This is an optimization exercise on Yosys and OpenROAD, whose aim is small area, a short achievable clock period and few clock cycles per item, not a production implementation.
Function was checked by simulation only, so behaviour that the tests miss may differ from the original.
Power is estimated from default activity; no workload was simulated.

## the previous run
==> module admin_chain, before the edit <==
module admin_chain #(
    parameter int WIDTH   = 8,
    parameter int DEPTH   = 8,
    parameter int INJ     = DEPTH / 2,
    parameter int DEC_LSB = 0,
    parameter int DEC_W   = 1
) (
    input  wire logic                  clk,
    input  wire logic                  rst_n,
    input  wire logic                  push,
    input  wire logic [WIDTH-1:0]      wr_data,
    input  wire logic                  pop,
    output logic      [WIDTH-1:0]      head,
    output logic                       head_valid,
    output logic      [2**DEC_W-1:0]   head_dec,
    output logic                       can_push
);
    logic [WIDTH-1:0] st [DEPTH];
    logic [DEPTH-1:0] vld;
    logic [DEPTH-1:0] vld_nx;
    logic [DEPTH-1:0] full_from;    
    logic [DEPTH-1:0] en;           
    logic             low_empty;    
    logic             inj;          
    always_comb begin
        full_from[DEPTH-1] = vld[DEPTH-1];
        for (int k = DEPTH-2; k >= 0; k--) full_from[k] = vld[k] && full_from[k+1];
        for (int k = 0; k < DEPTH; k++) en[k] = !full_from[k] || pop;
        low_empty = (vld[INJ-1:0] == '0);
        inj       = low_empty && en[INJ];
        vld_nx[0] = en[0] ? (push && !inj) : vld[0];
        for (int k = 1; k < DEPTH; k++) begin
            if (k == INJ && inj) vld_nx[k] = push;
            else if (en[k])      vld_nx[k] = vld[k-1];
            else                 vld_nx[k] = vld[k];
        end
    end
    always_ff @(posedge clk) begin
        if (!rst_n) begin
            vld      <= '0;
            can_push <= 1'b1;
            head_dec <= '0;
        end else begin
            vld      <= vld_nx;
            can_push <= !(&vld_nx);
            if (en[DEPTH-1]) begin
                head_dec <= '0;
                if (vld[DEPTH-2]) head_dec[st[DEPTH-2][DEC_LSB +: DEC_W]] <= 1'b1;
            end
        end
    end
    always_ff @(posedge clk) begin
        if (en[0]) st[0] <= wr_data;
    end
    for (genvar k = 1; k < DEPTH; k++) begin : g_st
        if (k == INJ) begin : g_inj
            always_ff @(posedge clk) begin
                if (en[k]) st[k] <= low_empty ? wr_data : st[k-1];
            end
        end else begin : g_mov
            always_ff @(posedge clk) begin
                if (en[k]) st[k] <= st[k-1];
            end
        end
    end
    assign head       = st[DEPTH-1];
    assign head_valid = vld[DEPTH-1];
endmodule
export LEC_CHECK = 0
export CAP_MARGIN = 20
export CORE_MARGIN = 2
export CORE_UTILIZATION = 40
export CTS_BUF_LIST = sky130_fd_sc_hd__clkbuf_8
export CTS_CLUSTER_DIAMETER = 55
export CTS_CLUSTER_SIZE = 18
export SETUP_SLACK_MARGIN = 2.5
export SLEW_MARGIN = 20
create_clock -name core_clock -period 5.0 [get_ports {clk}]
standard.sh (not shown) runs the stock make flow with config.mk's settings and CLKGATE_MAP_FILE= SYNTH_SCRIPT=/design/flow/synth_recipe.tcl, a recipe that flattens the netlist after the stock synthesis.
==> flow/flow/run.sh <==
#!/bin/bash
# Standard layout, with plain buf_1 cells as the port buffers and the
# request handshake pins placed together.
set -euo pipefail
export BUFFER_PORTS_ARGS="-buffer_cell sky130_fd_sc_hd__buf_1"
export IO_CONSTRAINTS="$PWD/flow/io.tcl"
bash standard.sh > standard_make.log 2>&1
==> flow/flow/io.tcl <==
# Keep the request valid bits next to the request ready outputs, which
# depend on them combinationally.
set_io_pin_constraint -pin_names {fe_rq[62] fe_rq[125] fe_rq[188] fe_rq[251] fe_rq_ready[0] fe_rq_ready[1] fe_rq_ready[2] fe_rq_ready[3]} -region left:120-150
Testbench counts of the previous run, summed over its fixed seeds: cycles 2,060, items 3,072.
diff inputs: the previous run => the current run
==> flow/design.v, changed modules only <==
module admin_chain #(
    parameter int WIDTH   = 8,
    parameter int DEPTH   = 8,
    parameter int DEC_LSB = 0,
    parameter int DEC_W   = 1
) (
    input  wire logic                  clk,
    input  wire logic                  rst_n,
    input  wire logic                  push,
    input  wire logic [WIDTH-1:0]      wr_data,
    input  wire logic                  pop,
    output logic      [WIDTH-1:0]      head,
    output logic                       head_valid,
    output logic      [2**DEC_W-1:0]   head_dec,
    output logic                       can_push
);
    logic [WIDTH-1:0] st [DEPTH];
    logic [DEPTH-1:0] vld;
    logic [DEPTH-1:0] vld_nx;
    logic [DEPTH-1:0] full_from;    
    logic [DEPTH-1:0] en;           
    always_comb begin
        full_from[DEPTH-1] = vld[DEPTH-1];
        for (int k = DEPTH-2; k >= 0; k--) full_from[k] = vld[k] && full_from[k+1];
        for (int k = 0; k < DEPTH; k++) en[k] = !full_from[k] || pop;
        for (int k = 0; k < DEPTH; k++) begin
            if (en[k]) vld_nx[k] = (k == 0) ? push : vld[k-1];
            else       vld_nx[k] = vld[k];
        end
    end
    always_ff @(posedge clk) begin
        if (!rst_n) begin
            vld      <= '0;
            can_push <= 1'b1;
            head_dec <= '0;
        end else begin
            vld      <= vld_nx;
            can_push <= !(&vld_nx);
            if (en[DEPTH-1]) begin
                head_dec <= '0;
                if (vld[DEPTH-2]) head_dec[st[DEPTH-2][DEC_LSB +: DEC_W]] <= 1'b1;
            end
        end
    end
    always_ff @(posedge clk) begin
        if (en[0]) st[0] <= wr_data;
    end
    for (genvar k = 1; k < DEPTH; k++) begin : g_st
        always_ff @(posedge clk) begin
            if (en[k]) st[k] <= st[k-1];
        end
    end
    assign head       = st[DEPTH-1];
    assign head_valid = vld[DEPTH-1];
endmodule
Results
- The current run vs the previous run — net switching power of the design dropped by a little under 10%
- Global placer's final weighted congestion: the current run lower than the previous run
- NOTE mapped cell area the previous run->the current run decreased by a few percent
- Going from the previous run to the current run, total CTS buffers shrinks by 2.
- Placed wire-length estimate of the current run falls short of that of the previous run by a little under 10%.
- The current run vs the previous run on total power divided by cell area: the current run is the lower one.
- The current run vs. the previous run: maximum clock frequency went up, worst max-slew margin expressed relative to the limit went up, register-to-register slack went up.
- Compared the current run vs the previous run, and slew at the pin with the worst max-slew slack is down in the current run.
- The current run vs the previous run: total power down by a few percent
- Relative to the previous run, first-pass GRT wire length has decreased by 7.4% in the current run.
- The current run vs. the previous run: final critical-path share of the clock period went down by 0.66 points.
Testbench counts of the current run, summed over its fixed seeds: cycles 2,060, items 3,072.

========
job 103:
The RTL this note starts from:
==> flow/design.v <==
`default_nettype none
module admin_fifo #(
    parameter int WIDTH   = 8,
    parameter int DEPTH   = 8,
    parameter int DEC_LSB = 0,
    parameter int DEC_W   = 1
) (
    input  wire logic                  clk,
    input  wire logic                  rst_n,
    input  wire logic                  push,
    input  wire logic [WIDTH-1:0]      wr_data,
    input  wire logic                  pop,
    output logic      [WIDTH-1:0]      head,
    output logic                       head_valid,
    output logic      [2**DEC_W-1:0]   head_dec,
    output logic                       can_push
);
    localparam int R  = DEPTH - 1;
    localparam int CW = $clog2(R + 1);
    logic [WIDTH-1:0] mem [R];
    logic [R-1:0]     wr_oh;
    logic [R-1:0]     rd_oh;
    logic [CW-1:0]    rcnt;
    logic [CW-1:0]    rcnt_nx;
    logic             nfull;
    logic             rnempty;
    logic             h_load;
    logic             from_ram;
    logic             ram_wr;
    logic             hv_nx;
    logic [WIDTH-1:0] ram_out;
    logic [WIDTH-1:0] h_in;
    assign h_load   = !head_valid || pop;
    assign from_ram = h_load && rnempty;
    assign ram_wr   = push;
    assign hv_nx    = h_load ? rnempty : 1'b1;
    always_comb begin
        rcnt_nx = rcnt;
        if (ram_wr && !from_ram) rcnt_nx = rcnt + 1'b1;
        if (!ram_wr && from_ram) rcnt_nx = rcnt - 1'b1;
    end
    always_ff @(posedge clk) begin
        if (!rst_n) begin
            wr_oh      <= R'(1);
            rd_oh      <= R'(1);
            rcnt       <= '0;
            nfull      <= 1'b1;
            rnempty    <= 1'b0;
            head_valid <= 1'b0;
            head_dec   <= '0;
        end else begin
            if (ram_wr)   wr_oh <= {wr_oh[R-2:0], wr_oh[R-1]};
            if (from_ram) rd_oh <= {rd_oh[R-2:0], rd_oh[R-1]};
            rcnt       <= rcnt_nx;
            nfull      <= (rcnt_nx != CW'(R));
            rnempty    <= (rcnt_nx != '0);
            head_valid <= hv_nx;
            if (h_load) begin
                head_dec <= '0;
                if (rnempty) head_dec[h_in[DEC_LSB +: DEC_W]] <= 1'b1;
            end
        end
    end
    for (genvar e = 0; e < R; e++) begin : g_ent
        always_ff @(posedge clk) begin
            if (nfull && wr_oh[e]) mem[e] <= wr_data;
        end
    end
    always_comb begin
        ram_out = '0;
        for (int e = 0; e < R; e++) begin
            ram_out = ram_out | (mem[e] & {WIDTH{rd_oh[e]}});
        end
    end
    assign h_in = ram_out;
    always_ff @(posedge clk) begin
        if (h_load) head <= h_in;
    end
    assign can_push = nfull;
endmodule
module admin_chain #(
    parameter int WIDTH   = 8,
    parameter int DEPTH   = 8,
    parameter int DEC_LSB = 0,
    parameter int DEC_W   = 1
) (
    input  wire logic                  clk,
    input  wire logic                  rst_n,
    input  wire logic                  push,
    input  wire logic [WIDTH-1:0]      wr_data,
    input  wire logic                  pop,
    output logic      [WIDTH-1:0]      head,
    output logic                       head_valid,
    output logic      [2**DEC_W-1:0]   head_dec,
    output logic                       can_push
);
    logic [WIDTH-1:0] st [DEPTH];
    logic [DEPTH-1:0] vld;
    logic [DEPTH-1:0] vld_nx;
    logic [DEPTH-1:0] full_from;    
    logic [DEPTH-1:0] en;           
    always_comb begin
        full_from[DEPTH-1] = vld[DEPTH-1];
        for (int k = DEPTH-2; k >= 0; k--) full_from[k] = vld[k] && full_from[k+1];
        for (int k = 0; k < DEPTH; k++) en[k] = !full_from[k] || pop;
        for (int k = 0; k < DEPTH; k++) begin
            if (en[k]) vld_nx[k] = (k == 0) ? push : vld[k-1];
            else       vld_nx[k] = vld[k];
        end
    end
    always_ff @(posedge clk) begin
        if (!rst_n) begin
            vld      <= '0;
            can_push <= 1'b1;
            head_dec <= '0;
        end else begin
            vld      <= vld_nx;
            can_push <= !(&vld_nx);
            if (en[DEPTH-1]) begin
                head_dec <= '0;
                if (vld[DEPTH-2]) head_dec[st[DEPTH-2][DEC_LSB +: DEC_W]] <= 1'b1;
            end
        end
    end
    always_ff @(posedge clk) begin
        if (en[0]) st[0] <= wr_data;
    end
    for (genvar k = 1; k < DEPTH; k++) begin : g_st
        always_ff @(posedge clk) begin
            if (en[k]) st[k] <= st[k-1];
        end
    end
    assign head       = st[DEPTH-1];
    assign head_valid = vld[DEPTH-1];
endmodule
`default_nettype wire
`default_nettype none
module rq_ingress #(
    parameter int FE_CH = 4,
    parameter int MW    = 63
) (
    input  wire logic [FE_CH*MW-1:0] fe_rq,
    output logic      [FE_CH-1:0]    fe_rq_ready,
    input  wire logic                can_push,
    output logic                     push,
    output logic      [MW-2:0]       wr_data
);
    localparam int FE_IDX = $clog2(FE_CH);
    logic [FE_CH-1:0]  vld;
    logic [FE_CH-1:0]  grant;
    logic [FE_IDX-1:0] sel;
    logic [MW-2:0]     pay;
    always_comb begin
        for (int i = 0; i < FE_CH; i++) vld[i] = fe_rq[i*MW + MW-1];
        grant = vld & ~(vld - 1'b1);
    end
    always_comb begin
        pay = '0;
        sel = '0;
        for (int i = 0; i < FE_CH; i++) begin
            pay = pay | (fe_rq[i*MW +: MW-1] & {(MW-1){grant[i]}});
            sel = sel | (FE_IDX'(i) & {FE_IDX{grant[i]}});
        end
    end
    assign wr_data     = {pay[MW-2:FE_IDX], sel};
    assign push        = can_push && (vld != '0);
    assign fe_rq_ready = grant & {FE_CH{can_push}};
endmodule
`default_nettype wire
`default_nettype none
module rq_egress #(
    parameter int BE_CH = 2,
    parameter int MW    = 63
) (
    input  wire logic                head_valid,
    output logic                     pop,
    input  wire logic [MW-2:0]       head,
    output logic      [BE_CH*MW-1:0] be_rq,
    input  wire logic [BE_CH-1:0]    be_rq_ready
);
    logic [BE_CH-1:0] grant;
    assign grant = be_rq_ready & ~(be_rq_ready - 1'b1);
    assign pop   = head_valid && (be_rq_ready != '0);
    always_comb begin
        for (int b = 0; b < BE_CH; b++) begin
            be_rq[b*MW +: MW] = {head_valid && grant[b], head};
        end
    end
endmodule
`default_nettype wire
`default_nettype none
module cp_ingress #(
    parameter int BE_CH  = 2,
    parameter int MW     = 57,
    parameter int ID_W   = 12,
    parameter int BE_IDX = (BE_CH > 1) ? $clog2(BE_CH) : 1
) (
    input  wire logic [BE_CH*MW-1:0]     be_cp,
    output logic      [BE_CH-1:0]        be_cp_ready,
    input  wire logic                    can_push,
    output logic                         push,
    output logic [MW-1-ID_W+BE_IDX-1:0]  wr_data
);
    localparam int PW = MW - 1 - ID_W;    
    logic [BE_CH-1:0]  vld;
    logic [BE_CH-1:0]  grant;
    logic [BE_IDX-1:0] sel;
    logic [PW-1:0]     pay;
    always_comb begin
        for (int i = 0; i < BE_CH; i++) vld[i] = be_cp[i*MW + MW-1];
        grant = vld & ~(vld - 1'b1);
    end
    always_comb begin
        pay = be_cp[(BE_CH-1)*MW + ID_W +: PW];
        sel = BE_IDX'(BE_CH-1);
        for (int i = BE_CH-2; i >= 0; i--) begin
            if (vld[i]) begin
                pay = be_cp[i*MW + ID_W +: PW];
                sel = BE_IDX'(i);
            end
        end
    end
    assign wr_data     = {pay, sel};
    assign push        = can_push && (vld != '0);
    assign be_cp_ready = grant & {BE_CH{can_push}};
endmodule
`default_nettype wire
`default_nettype none
module cp_egress #(
    parameter int FE_CH  = 4,
    parameter int MW     = 57,
    parameter int ID_W   = 12,
    parameter int BE_IDX = 1
) (
    input  wire logic [FE_CH-1:0]            head_dec,
    output logic                             pop,
    input  wire logic [MW-1-ID_W+BE_IDX-1:0] head,
    output logic      [FE_CH*MW-1:0]         fe_cp,
    input  wire logic [FE_CH-1:0]            fe_cp_ready
);
    logic [FE_CH-1:0] hit;
    assign hit = head_dec & fe_cp_ready;
    assign pop = hit != '0;
    always_comb begin
        for (int h = 0; h < FE_CH; h++) begin
            fe_cp[h*MW +: MW] = {hit[h], head[MW-2+BE_IDX-ID_W:BE_IDX],
                                 ID_W'(head[BE_IDX-1:0])};
        end
    end
endmodule
`default_nettype wire
`default_nettype none
module nvme_admin (
    input  wire logic         clk,
    input  wire logic         rst_n,
    input  wire logic [251:0] fe_rq,
    output logic      [3:0]   fe_rq_ready,
    output logic      [227:0] fe_cp,
    input  wire logic [3:0]   fe_cp_ready,
    output logic      [125:0] be_rq,
    input  wire logic [1:0]   be_rq_ready,
    input  wire logic [113:0] be_cp,
    output logic      [1:0]   be_cp_ready
);
    localparam int FE_CH      = 4;
    localparam int BE_CH      = 2;
    localparam int RQ_W       = 63;
    localparam int CP_W       = 57;
    localparam int ID_W       = 12;
    localparam int FIFO_DEPTH = 8;
    localparam int BE_IDX     = 1;
    localparam int RQ_SW      = RQ_W - 1;
    localparam int CP_SW      = CP_W - 1 - ID_W + BE_IDX;
    logic             rq_push, rq_pop, rq_can_push, rq_head_valid;
    logic [RQ_SW-1:0] rq_wr_data, rq_head;
    logic [1:0]       rq_head_dec;
    logic             cp_push, cp_pop, cp_can_push, cp_head_valid;
    logic [CP_SW-1:0] cp_wr_data, cp_head;
    logic [FE_CH-1:0] cp_head_dec;
    rq_ingress #(
        .FE_CH (FE_CH),
        .MW    (RQ_W)
    ) rq_ingress_inst (
        .fe_rq       (fe_rq),
        .fe_rq_ready (fe_rq_ready),
        .can_push    (rq_can_push),
        .push        (rq_push),
        .wr_data     (rq_wr_data)
    );
    admin_chain #(
        .WIDTH (RQ_SW),
        .DEPTH (FIFO_DEPTH)
    ) rq_fifo_inst (
        .clk        (clk),
        .rst_n      (rst_n),
        .push       (rq_push),
        .wr_data    (rq_wr_data),
        .pop        (rq_pop),
        .head       (rq_head),
        .head_valid (rq_head_valid),
        .head_dec   (rq_head_dec),
        .can_push   (rq_can_push)
    );
    rq_egress #(
        .BE_CH (BE_CH),
        .MW    (RQ_W)
    ) rq_egress_inst (
        .head_valid  (rq_head_valid),
        .pop         (rq_pop),
        .head        (rq_head),
        .be_rq       (be_rq),
        .be_rq_ready (be_rq_ready)
    );
    cp_ingress #(
        .BE_CH  (BE_CH),
        .MW     (CP_W),
        .ID_W   (ID_W),
        .BE_IDX (BE_IDX)
    ) cp_ingress_inst (
        .be_cp       (be_cp),
        .be_cp_ready (be_cp_ready),
        .can_push    (cp_can_push),
        .push        (cp_push),
        .wr_data     (cp_wr_data)
    );
    admin_fifo #(
        .WIDTH   (CP_SW),
        .DEPTH   (FIFO_DEPTH),
        .DEC_LSB (BE_IDX),
        .DEC_W   (2)
    ) cp_fifo_inst (
        .clk        (clk),
        .rst_n      (rst_n),
        .push       (cp_push),
        .wr_data    (cp_wr_data),
        .pop        (cp_pop),
        .head       (cp_head),
        .head_valid (cp_head_valid),
        .head_dec   (cp_head_dec),
        .can_push   (cp_can_push)
    );
    cp_egress #(
        .FE_CH  (FE_CH),
        .MW     (CP_W),
        .ID_W   (ID_W),
        .BE_IDX (BE_IDX)
    ) cp_egress_inst (
        .head_dec    (cp_head_dec),
        .pop         (cp_pop),
        .head        (cp_head),
        .fe_cp       (fe_cp),
        .fe_cp_ready (fe_cp_ready)
    );
endmodule
`default_nettype wire
export LEC_CHECK = 0
export CAP_MARGIN = 20
export CORE_MARGIN = 2
export CORE_UTILIZATION = 40
export CTS_BUF_LIST = sky130_fd_sc_hd__clkbuf_8 sky130_fd_sc_hd__clkbuf_16
export CTS_CLUSTER_DIAMETER = 70
export CTS_CLUSTER_SIZE = 30
export SETUP_SLACK_MARGIN = 3.0
export SLEW_MARGIN = 20
create_clock -name core_clock -period 5.0 [get_ports {clk}]
==> flow/flow/run.sh <==
#!/bin/bash
# Standard layout, with plain buf_1 cells as the port buffers.
set -euo pipefail
export BUFFER_PORTS_ARGS="-buffer_cell sky130_fd_sc_hd__buf_1"
bash standard.sh > standard_make.log 2>&1
Testbench counts of job 103, summed over its fixed seeds: cycles 2,060, items 3,072.
The inputs of job 104 differ from those of job 103 as listed below.
-- flow/design.v --
<<< job 103, line 78
    end
    assign can_push = nfull;
endmodule
module admin_chain #(
    parameter int WIDTH   = 8,
    parameter int DEPTH   = 8,
    parameter int DEC_LSB = 0,
    parameter int DEC_W   = 1
) (
    input  wire logic                  clk,
    input  wire logic                  rst_n,
    input  wire logic                  push,
    input  wire logic [WIDTH-1:0]      wr_data,
    input  wire logic                  pop,
    output logic      [WIDTH-1:0]      head,
    output logic                       head_valid,
    output logic      [2**DEC_W-1:0]   head_dec,
    output logic                       can_push
);
    logic [WIDTH-1:0] st [DEPTH];
    logic [DEPTH-1:0] vld;
    logic [DEPTH-1:0] vld_nx;
    logic [DEPTH-1:0] full_from;    
    logic [DEPTH-1:0] en;           
    always_comb begin
        full_from[DEPTH-1] = vld[DEPTH-1];
        for (int k = DEPTH-2; k >= 0; k--) full_from[k] = vld[k] && full_from[k+1];
        for (int k = 0; k < DEPTH; k++) en[k] = !full_from[k] || pop;
        for (int k = 0; k < DEPTH; k++) begin
            if (en[k]) vld_nx[k] = (k == 0) ? push : vld[k-1];
            else       vld_nx[k] = vld[k];
        end
    end
    always_ff @(posedge clk) begin
        if (!rst_n) begin
            vld      <= '0;
            can_push <= 1'b1;
            head_dec <= '0;
        end else begin
            vld      <= vld_nx;
            can_push <= !(&vld_nx);
            if (en[DEPTH-1]) begin
                head_dec <= '0;
                if (vld[DEPTH-2]) head_dec[st[DEPTH-2][DEC_LSB +: DEC_W]] <= 1'b1;
            end
        end
    end
    always_ff @(posedge clk) begin
        if (en[0]) st[0] <= wr_data;
    end
    for (genvar k = 1; k < DEPTH; k++) begin : g_st
        always_ff @(posedge clk) begin
            if (en[k]) st[k] <= st[k-1];
        end
    end
    assign head       = st[DEPTH-1];
    assign head_valid = vld[DEPTH-1];
endmodule
`default_nettype wire
>>> job 104, line 78
    end
    assign can_push = nfull;
endmodule
`default_nettype wire
<<< job 103, line 288
        .wr_data     (rq_wr_data)
    );
    admin_chain #(
        .WIDTH (RQ_SW),
        .DEPTH (FIFO_DEPTH)
>>> job 104, line 233
        .wr_data     (rq_wr_data)
    );
    admin_fifo #(
        .WIDTH (RQ_SW),
        .DEPTH (FIFO_DEPTH)
==> comparison <==
For the routed length on met2, job 104 came in 14 mm higher than job 103 did.
Job 104 leaves more setup margin than job 103.
Via count of the first global-routing pass ended up 23% higher on job 104 than on job 103.
Looking at job 104 and job 103, the initial core utilization is a wash.
| fraction of power consumed by sequential logic | lower: job 104 |
The lower total power after layout came out of job 103.
Global-route usage: job 104 higher than job 103
Compound-cell area share of the yosys netlist: job 104 vs job 103 up 4.1 points
[compare] base=job 103 new=job 104: distinct cell type count after synthesis has increased, final cell count without fillers now larger, floorplan row count +4, clock edge transition at the registers on the reported setup and hold paths down 0.02 ns, final worst clock skew rose by 0.011 ns.
Of job 104 and job 103, the run reporting the lower fraction of the yosys area taken by sequential cells was job 104.
Testbench counts of job 104, summed over its fixed seeds: cycles 2,060, items 3,072.

==> separate check: timing with driven ports <==
The results above use ideal ports. As a check the final layouts listed here were re-extracted and re-timed, cells and wires unchanged. Step 1 sets driving cells, clkbuf_16 on the clock port and buf_2 on the other inputs (assumed; they add their load-dependent delay and slew). Step 2 times the ports against the registers' clock, not the clock port: input delays grow and output delays shrink by t, the midpoint of the rising clock arrivals with the driver on. Three values: no drivers, after step 1, after step 2; two values: the first two.
run | shift t [ns] | setup WS [ns] | latest minus earliest clock arrival (ns) | worst register clock-pin slew, ns | pins driven straight from the clock port
the previous run | 0.748 | 2.393 / 2.318 / 1.774 | 0.079 / 0.079 | 0.11 / 0.11 | 1
the current run | 0.716 | 2.426 / 2.345 / 1.855 | 0.043 / 0.043 | 0.11 / 0.11 | 1
job 103 | 0.651 | 2.406 / 2.291 / 2.103 | 0.046 / 0.046 | 0.11 / 0.11 | 1
job 104 | 0.676 | 2.421 / 2.298 / 1.963 | 0.051 / 0.050 | 0.11 / 0.11 | 1
After both steps every run listed still meets setup and hold. For the previous run, which loses most, drivers alone change the setup slack by -0.075 ns; drivers and shift together by -0.619 ns.
